From an optimization exercise on the open Yosys and OpenROAD flow, aimed at small area, a short achievable clock period and few clock cycles per item; shortcuts taken in it are not production practice. Where RTL was checked, it was by simulation tests only, not by an equivalence proof against the original. Power and IR drop assume default switching activity.

Setup of lane 1:
==> flow/design.v (excerpt) <==
module greedy_word_wrap_stream #(
  parameter int DEPTH = 61,
  parameter int QD    = 3
) (
  input  logic       clk,
  input  logic       rst,
  input  logic       cfg_write,
  input  logic [5:0] cfg_data,
  input  logic       push,
  output logic       full,
  input  logic [7:0] byte_value,
  input  logic       end_of_text,
  output logic       empty,
  input  logic       pop,
  output logic [7:0] out_byte,
  output logic       last_of_run,
  output logic       text_done,
  output logic       overlong_flag
);
Size in the first run: roughly 710 flip-flops.
clock: 6.0 ns
lec_check: 0
cap_margin: 20
core_margin: 2
core_utilization: 40
cts_buf_list: sky130_fd_sc_hd__clkbuf_16
cts_cluster_diameter: 100
cts_cluster_size: 20
setup_slack_margin: 4.0
slew_margin: 20
run.sh (not shown) runs the stock make flow with config.mk's settings and CLKGATE_MAP_FILE= SYNTH_SCRIPT=/design/flow/synth_recipe.tcl, a recipe that flattens the netlist after the stock synthesis.
Input changes introduced in lane 2 (baseline for comparison: lane 1):
Settings: SETUP_SLACK_MARGIN: 4.0 -> 3.5.
Notes after the runs:
Per the comparison of lane 2 with lane 1, share of total power in combinational logic fell by 4.5 points, total power fell by 5.8%, non-clock inverter instance count of the final layout fell by 1.
Compared with lane 1, in lane 2 required time of the critical path climbed 20 ps; ratio of total power to cell area increased 3.1%; leakage power saw a decrease; total routing resource utilization after global routing dropped 0.91 points; post-route fraction of the period consumed by the critical path higher.
Lane 1 → lane 2: global-route wire length before repair decreased by 4.7% relative to the old numbers, post-route non-filler standard cell count decreased by about 6% relative to the old numbers.
Function was not checked in any run of this note: the RTL went through the layout flow alone.

---

run A:
Another version of the RTL of greedy_word_wrap_stream (not shown whole).
Size: roughly 1600 cells after synthesis, roughly 33 I/O pins, ~0.027 mm2 of cells after synthesis.
export LEC_CHECK = 0
export CAP_MARGIN = 20
export CORE_MARGIN = 2
export CORE_UTILIZATION = 40
export SLEW_MARGIN = 20
create_clock -name core_clock -period 6.0 [get_ports {clk}]
Testbench counts of run A, summed over its fixed seeds: cycles 26,545, items 23,625.
diff inputs: run A => run B
-- flow/config.mk --
<<< run A, line 8
>>> run B, line 8
export ABC_CLOCK_PERIOD_IN_PS = 3000
<<< run A, line 11
>>> run B, line 12
export SETUP_SLACK_MARGIN = 3.0
Notes after the runs:
Run B closes out successfully: all stages finished, all timing, DRC and antenna checks passed.
Taking run B over run A, the met3 layer wire length in the routed design ratio works out to 1.3.
Worst hold slack: run B vs run A — no meaningful difference
Fmax: run B higher than run A
Sort run A and run B by post-layout worst setup margin desc -> top: run B
Taking run A as the reference point, the cell area of run B rises by about 7%.
Reported for run A and run B, worst hold path depth turned out identical to the last digit.
Run B -> run A: average cell area after synthesis delta 0, exact match

---

Another version of the RTL of greedy_word_wrap_stream (not shown whole).
Size in the first run: about 700 flip-flops, ~33 I/O pins, roughly 29,000 um2 of cells after synthesis.
clock: 6.0 ns
lec_check: 0
cap_margin: 20
core_margin: 2
core_utilization: 40
cts_buf_list: sky130_fd_sc_hd__clkbuf_16
cts_cluster_diameter: 100
cts_cluster_size: 25
setup_slack_margin: 3.4
slew_margin: 20
Testbench counts at the start, summed over its fixed seeds: cycles 25,442, items 23,625.
Rerun with:
SETUP_SLACK_MARGIN = 3.65   (was 3.4)
Die area does not change.
Wire length increases by 2.2%.
Cell count increases by 1.8%.

---

Setup of v13:
greedy_word_wrap_stream, a different RTL version from the one above (not shown whole).
Size in the first run: roughly 33 I/O pins.
==> flow/config.mk <==
export PLATFORM = sky130hd
export DESIGN_NAME = greedy_word_wrap_stream
export DESIGN_NICKNAME = greedy_word_wrap_stream
export VERILOG_FILES = /design/flow/design.v
export SDC_FILE = /design/flow/constraint.sdc
export NUM_CORES = 4
export LEC_CHECK = 0
export CAP_MARGIN = 20
export CORE_MARGIN = 2
export CORE_UTILIZATION = 55
export CTS_BUF_LIST = sky130_fd_sc_hd__clkbuf_16
export CTS_CLUSTER_DIAMETER = 100
export CTS_CLUSTER_SIZE = 20
export SETUP_SLACK_MARGIN = 3.5
export SLEW_MARGIN = 20
==> flow/constraint.sdc <==
create_clock -name core_clock -period 6.0 [get_ports {clk}]
set_input_delay 1.2000 -clock core_clock [delete_from_list [all_inputs] [get_ports {clk}]]
set_output_delay 1.2000 -clock core_clock [all_outputs]
set_load 0.01 [all_outputs]
No stage failed in v13, and the final checks on the layout all came back clean.
Testbench counts of v13, summed over its fixed seeds: cycles 25,442, items 23,625.
Setup changes, v13 to v36
- CORE_UTILIZATION changed from 55 to 40
--- outcome ---
Buffer and inverter count on the worst path: v36 vs v13 up 1. Lower number of nets in the layout was reported by v13, not v36. The die used by v36 is larger than the one used by v13. Across both runs, number of antenna violations at the first check in global routing was higher for v36 than for v13. Compared with v13, v36 is the more power-hungry design. Diff v36..v13 | total detailed-routing wirelength | negligible.

---

before:
RTL: one of the versions met above, not the one the previous note started from.
For scale: ~1800 cells after synthesis, ~33 I/O pins, roughly 29000 µm² of cells after synthesis.
==> flow/config.mk <==
export PLATFORM = sky130hd
export DESIGN_NAME = greedy_word_wrap_stream
export DESIGN_NICKNAME = greedy_word_wrap_stream
export VERILOG_FILES = /design/flow/design.v
export SDC_FILE = /design/flow/constraint.sdc
export NUM_CORES = 4
export LEC_CHECK = 0
export CAP_MARGIN = 20
export CORE_MARGIN = 2
export CORE_UTILIZATION = 40
export CTS_BUF_LIST = sky130_fd_sc_hd__clkbuf_16
export CTS_CLUSTER_DIAMETER = 100
export CTS_CLUSTER_SIZE = 25
export SETUP_SLACK_MARGIN = 3.55
export SLEW_MARGIN = 20
==> flow/constraint.sdc <==
create_clock -name core_clock -period 6.0 [get_ports {clk}]
set_input_delay 1.2000 -clock core_clock [delete_from_list [all_inputs] [get_ports {clk}]]
set_output_delay 1.2000 -clock core_clock [all_outputs]
set_load 0.01 [all_outputs]
Testbench counts of before, summed over its fixed seeds: cycles 25,442, items 23,625.
diff inputs: before => after
- SETUP_SLACK_MARGIN now 3.9, was 3.55
==> run notes <==
after vs. before: power per standard cell area went down by 1.1%.
after was carried through to the last stage, and its layout satisfied the timing, DRC and antenna checks.
after gives more final weighted congestion of routability-driven global placement than before did.
The more densely filled core belongs to after, not before.
The slowest library cell on the worst path comes out or3_1 in one run and dfxtp_4 in the other, namely in before and after respectively.
Per the comparison of after with before, fraction of power spent switching nets +0.80 points; worst setup slack increased by 0.021 ns relative to the old numbers.
after vs. before: non-clock buffer contribution to total cell area up 4.3 points; combinational power up 32%; signed area change from the synthesized netlist to the final layout up 9.0 points.

---

greedy_word_wrap_stream, a different RTL version from the one above (not shown whole).
Size: roughly 1800 cells after synthesis, ~710 flip-flops, about 33 I/O pins, roughly 29000 um2 of cells after synthesis.
Design greedy_word_wrap_stream, start of the top module:
module greedy_word_wrap_stream #(
  parameter int DEPTH = 61,
  parameter int QD    = 4
) (
  input  logic       clk,
  input  logic       rst,
  input  logic       cfg_write,
  input  logic [5:0] cfg_data,
  input  logic       push,
  output logic       full,
  input  logic [7:0] byte_value,
  input  logic       end_of_text,
  output logic       empty,
  input  logic       pop,
  output logic [7:0] out_byte,
  output logic       last_of_run,
  output logic       text_done,
  output logic       overlong_flag
);
clock: 6.0 ns
lec_check: 0
cap_margin: 20
core_margin: 2
core_utilization: 40
cts_buf_list: sky130_fd_sc_hd__clkbuf_16
cts_cluster_diameter: 100
cts_cluster_size: 20
setup_slack_margin: 3.5
slew_margin: 20
Testbench counts at the start, summed over its fixed seeds: cycles 25,442, items 23,625.
Change:
--- a/flow/config.mk
+++ b/flow/config.mk
@@ -11,5 +11,5 @@
 export CTS_BUF_LIST = sky130_fd_sc_hd__clkbuf_16
 export CTS_CLUSTER_DIAMETER = 100
-export CTS_CLUSTER_SIZE = 20
+export CTS_CLUSTER_SIZE = 25
 export SETUP_SLACK_MARGIN = 3.5
 export SLEW_MARGIN = 20
Effect: Count of clock-buffer cells in the layout decreases by 7. Flip-flop and latch count stays the same. Sequential power stays flat. Setup slack improved by 42 ps. Hold slack improved by 3.9 ps. Global-route usage decreases by 0.21 points. Sequential share of layout area increases by 0.33 points. Synthesized area stays the same. Routed wire length hardly moves. First-iteration DRC count decreases by 3.4%.

---

RTL: one of the versions met above, not the one the previous note started from.
Size: ~1800 cells after synthesis, ~33 I/O pins.
clock: 6.0 ns
lec_check: 0
cap_margin: 20
core_margin: 2
core_utilization: 40
cts_buf_list: sky130_fd_sc_hd__clkbuf_16
cts_cluster_diameter: 100
cts_cluster_size: 25
setup_slack_margin: 3.6
slew_margin: 20
The first run went through all stages and came out clean.
Testbench counts at the start, summed over its fixed seeds: cycles 25,442, items 23,625.
Then changed:
SETUP_SLACK_MARGIN = 3.7   (was 3.6)
Result: Wire length barely changes; global-route usage climbs by 0.20 points; synthesized area stays the same; utilization climbs by 0.56 points; design area climbs by 1.2%; power climbs by 0.63%; worst hold slack barely changes.

---

greedy_word_wrap_stream, a different RTL version from the one above (not shown whole).
Size: roughly 1800 cells after synthesis, about 710 flip-flops, ~33 I/O pins, roughly 29000 um^2 of cells after synthesis.
Design greedy_word_wrap_stream, start of the top module:
module greedy_word_wrap_stream #(
  parameter int DEPTH = 61,
  parameter int QD    = 4
) (
  input  logic       clk,
  input  logic       rst,
  input  logic       cfg_write,
  input  logic [5:0] cfg_data,
  input  logic       push,
  output logic       full,
  input  logic [7:0] byte_value,
  input  logic       end_of_text,
  output logic       empty,
  input  logic       pop,
  output logic [7:0] out_byte,
  output logic       last_of_run,
  output logic       text_done,
  output logic       overlong_flag
);
  localparam int AW = $clog2(DEPTH);
  logic [5:0] wreg;
  logic       cfg_d;
  logic [5:0] cfg_w;
  assign cfg_w = (cfg_data == 6'd63) ? 6'd62 : cfg_data;
  always_ff @(posedge clk) begin
    if (rst) begin
      wreg  <= 6'd62;
      cfg_d <= 1'b0;
    end else begin
      cfg_d <= cfg_write;
      if (cfg_write) wreg <= cfg_w;
    end
  end
  logic       v0, v1;
  logic [7:0] b0, b1;
  logic       e0, e1;
  logic       k0, k1;    
  logic       n0, n1;    
  logic       proc;
  logic       accept;
  logic       free0;
  logic       in_blank, in_nl;
  assign full     = v1;
  assign accept   = push && !v1;
  assign free0    = !v0 || proc;
  assign in_blank = (byte_value == 8'd32) || ((byte_value >= 8'd9) && (byte_value <= 8'd13));
  assign in_nl    = (byte_value == 8'd10);
  always_ff @(posedge clk) begin
    if (rst) begin
      v0 <= 1'b0;
      v1 <= 1'b0;
    end else begin
      if (free0) v0 <= v1 || accept;
      v1 <= (v1 || accept) && !free0;
    end
  end
  always_ff @(posedge clk) begin
    if (free0) begin
      b0 <= v1 ? b1 : byte_value;
      e0 <= v1 ? e1 : end_of_text;
      k0 <= v1 ? k1 : in_blank;
      n0 <= v1 ? n1 : in_nl;
    end
    if (!v1) begin
      b1 <= byte_value;
      e1 <= end_of_text;
      k1 <= in_blank;
      n1 <= in_nl;
    end
  ...
Settings: LEC_CHECK=0, CAP_MARGIN=20, CORE_MARGIN=2, CORE_UTILIZATION=40, CTS_BUF_LIST=sky130_fd_sc_hd__clkbuf_16, CTS_CLUSTER_DIAMETER=100, CTS_CLUSTER_SIZE=25, SETUP_SLACK_MARGIN=3.5, SLEW_MARGIN=20; clock period 6.0 ns.
The starting point finished clean.
Testbench counts at the start, summed over its fixed seeds: cycles 25,442, items 23,625.
==> next run, changes <==
--- a/flow/config.mk
+++ b/flow/config.mk
@@ -11,5 +11,5 @@
 export CTS_BUF_LIST = sky130_fd_sc_hd__clkbuf_16
 export CTS_CLUSTER_DIAMETER = 100
-export CTS_CLUSTER_SIZE = 25
+export CTS_CLUSTER_SIZE = 20
 export SETUP_SLACK_MARGIN = 3.5
 export SLEW_MARGIN = 20
The new run finished clean; wire length grows by 0.46%; non-clock buffer count grows by 2; power grows by 1.6%; setup slack stays flat; via count grows by 0.76%.

==> separate check: timing with driven ports <==
The results above use ideal ports. As a check the final layouts listed here were re-extracted and re-timed, cells and wires unchanged. Step 1: set_driving_cell puts a clkbuf_16 on clk and a buf_2 on each other input, an assumption about the parent block. Step 2 adds t to the input delays and takes it off the output delays; t is the mean of the earliest and latest rising clock arrival at the registers after step 1. Input paths then give back, and output paths get back, about the clock's delay inside the block. a / b / c = ideal / step 1 / step 2; a / b = the first two.
| run | t (ns) | slack for setup (ns) | worst setup path after step 2 | clock arrival spread, ns | pins driven straight from the clock port |
|---|---|---|---|---|---|
| lane 1 | 0.645 | 3.425 / 3.425 / 3.300 | input to register | 0.024 / 0.024 | 1 |
| lane 2 | 0.663 | 3.407 / 3.407 / 2.984 | input to register | 0.041 / 0.041 | 1 |
| run A | 0.645 | 1.510 / 1.510 / 1.510 | register to register | 0.029 / 0.029 | 1 |
| run B | 0.653 | 2.449 / 2.449 / 2.449 | register to register | 0.035 / 0.035 | 1 |
| the first run of note 3 | 0.643 | 3.402 / 3.402 / 2.893 | input to register | 0.026 / 0.027 | 1 |
| the second run of note 3 | 0.633 | 3.600 / 3.589 / 3.151 | input to register | 0.027 / 0.027 | 1 |
| v13 | 0.641 | 3.416 / 3.416 / 3.087 | input to register | 0.029 / 0.030 | 1 |
| v36 | 0.644 | 3.514 / 3.512 / 3.218 | input to register | 0.036 / 0.036 | 1 |
| before | 0.638 | 3.601 / 3.541 / 3.176 | input to register | 0.026 / 0.026 | 1 |
| after | 0.658 | 3.622 / 3.605 / 3.227 | input to register | 0.038 / 0.038 | 1 |
| the first run of note 6 | 0.665 | 3.419 / 3.419 / 3.124 | input to register | 0.041 / 0.041 | 1 |
| the second run of note 6 | 0.645 | 3.461 / 3.461 / 3.156 | input to register | 0.038 / 0.039 | 1 |
| the first run of note 7 | 0.637 | 3.659 / 3.595 / 3.167 | input to register | 0.028 / 0.028 | 1 |
| the second run of note 7 | 0.639 | 3.622 / 3.588 / 3.231 | input to register | 0.021 / 0.021 | 1 |
| the first run of note 8 | 0.647 | 3.516 / 3.515 / 3.145 | input to register | 0.037 / 0.037 | 1 |
| the second run of note 8 | 0.649 | 3.515 / 3.495 / 3.142 | input to register | 0.028 / 0.028 | 1 |
After both steps every run listed still meets setup and hold. The setup slack of the first run of note 3, which loses most, moves by 0.000 ns with the drivers and by -0.509 ns with both steps.
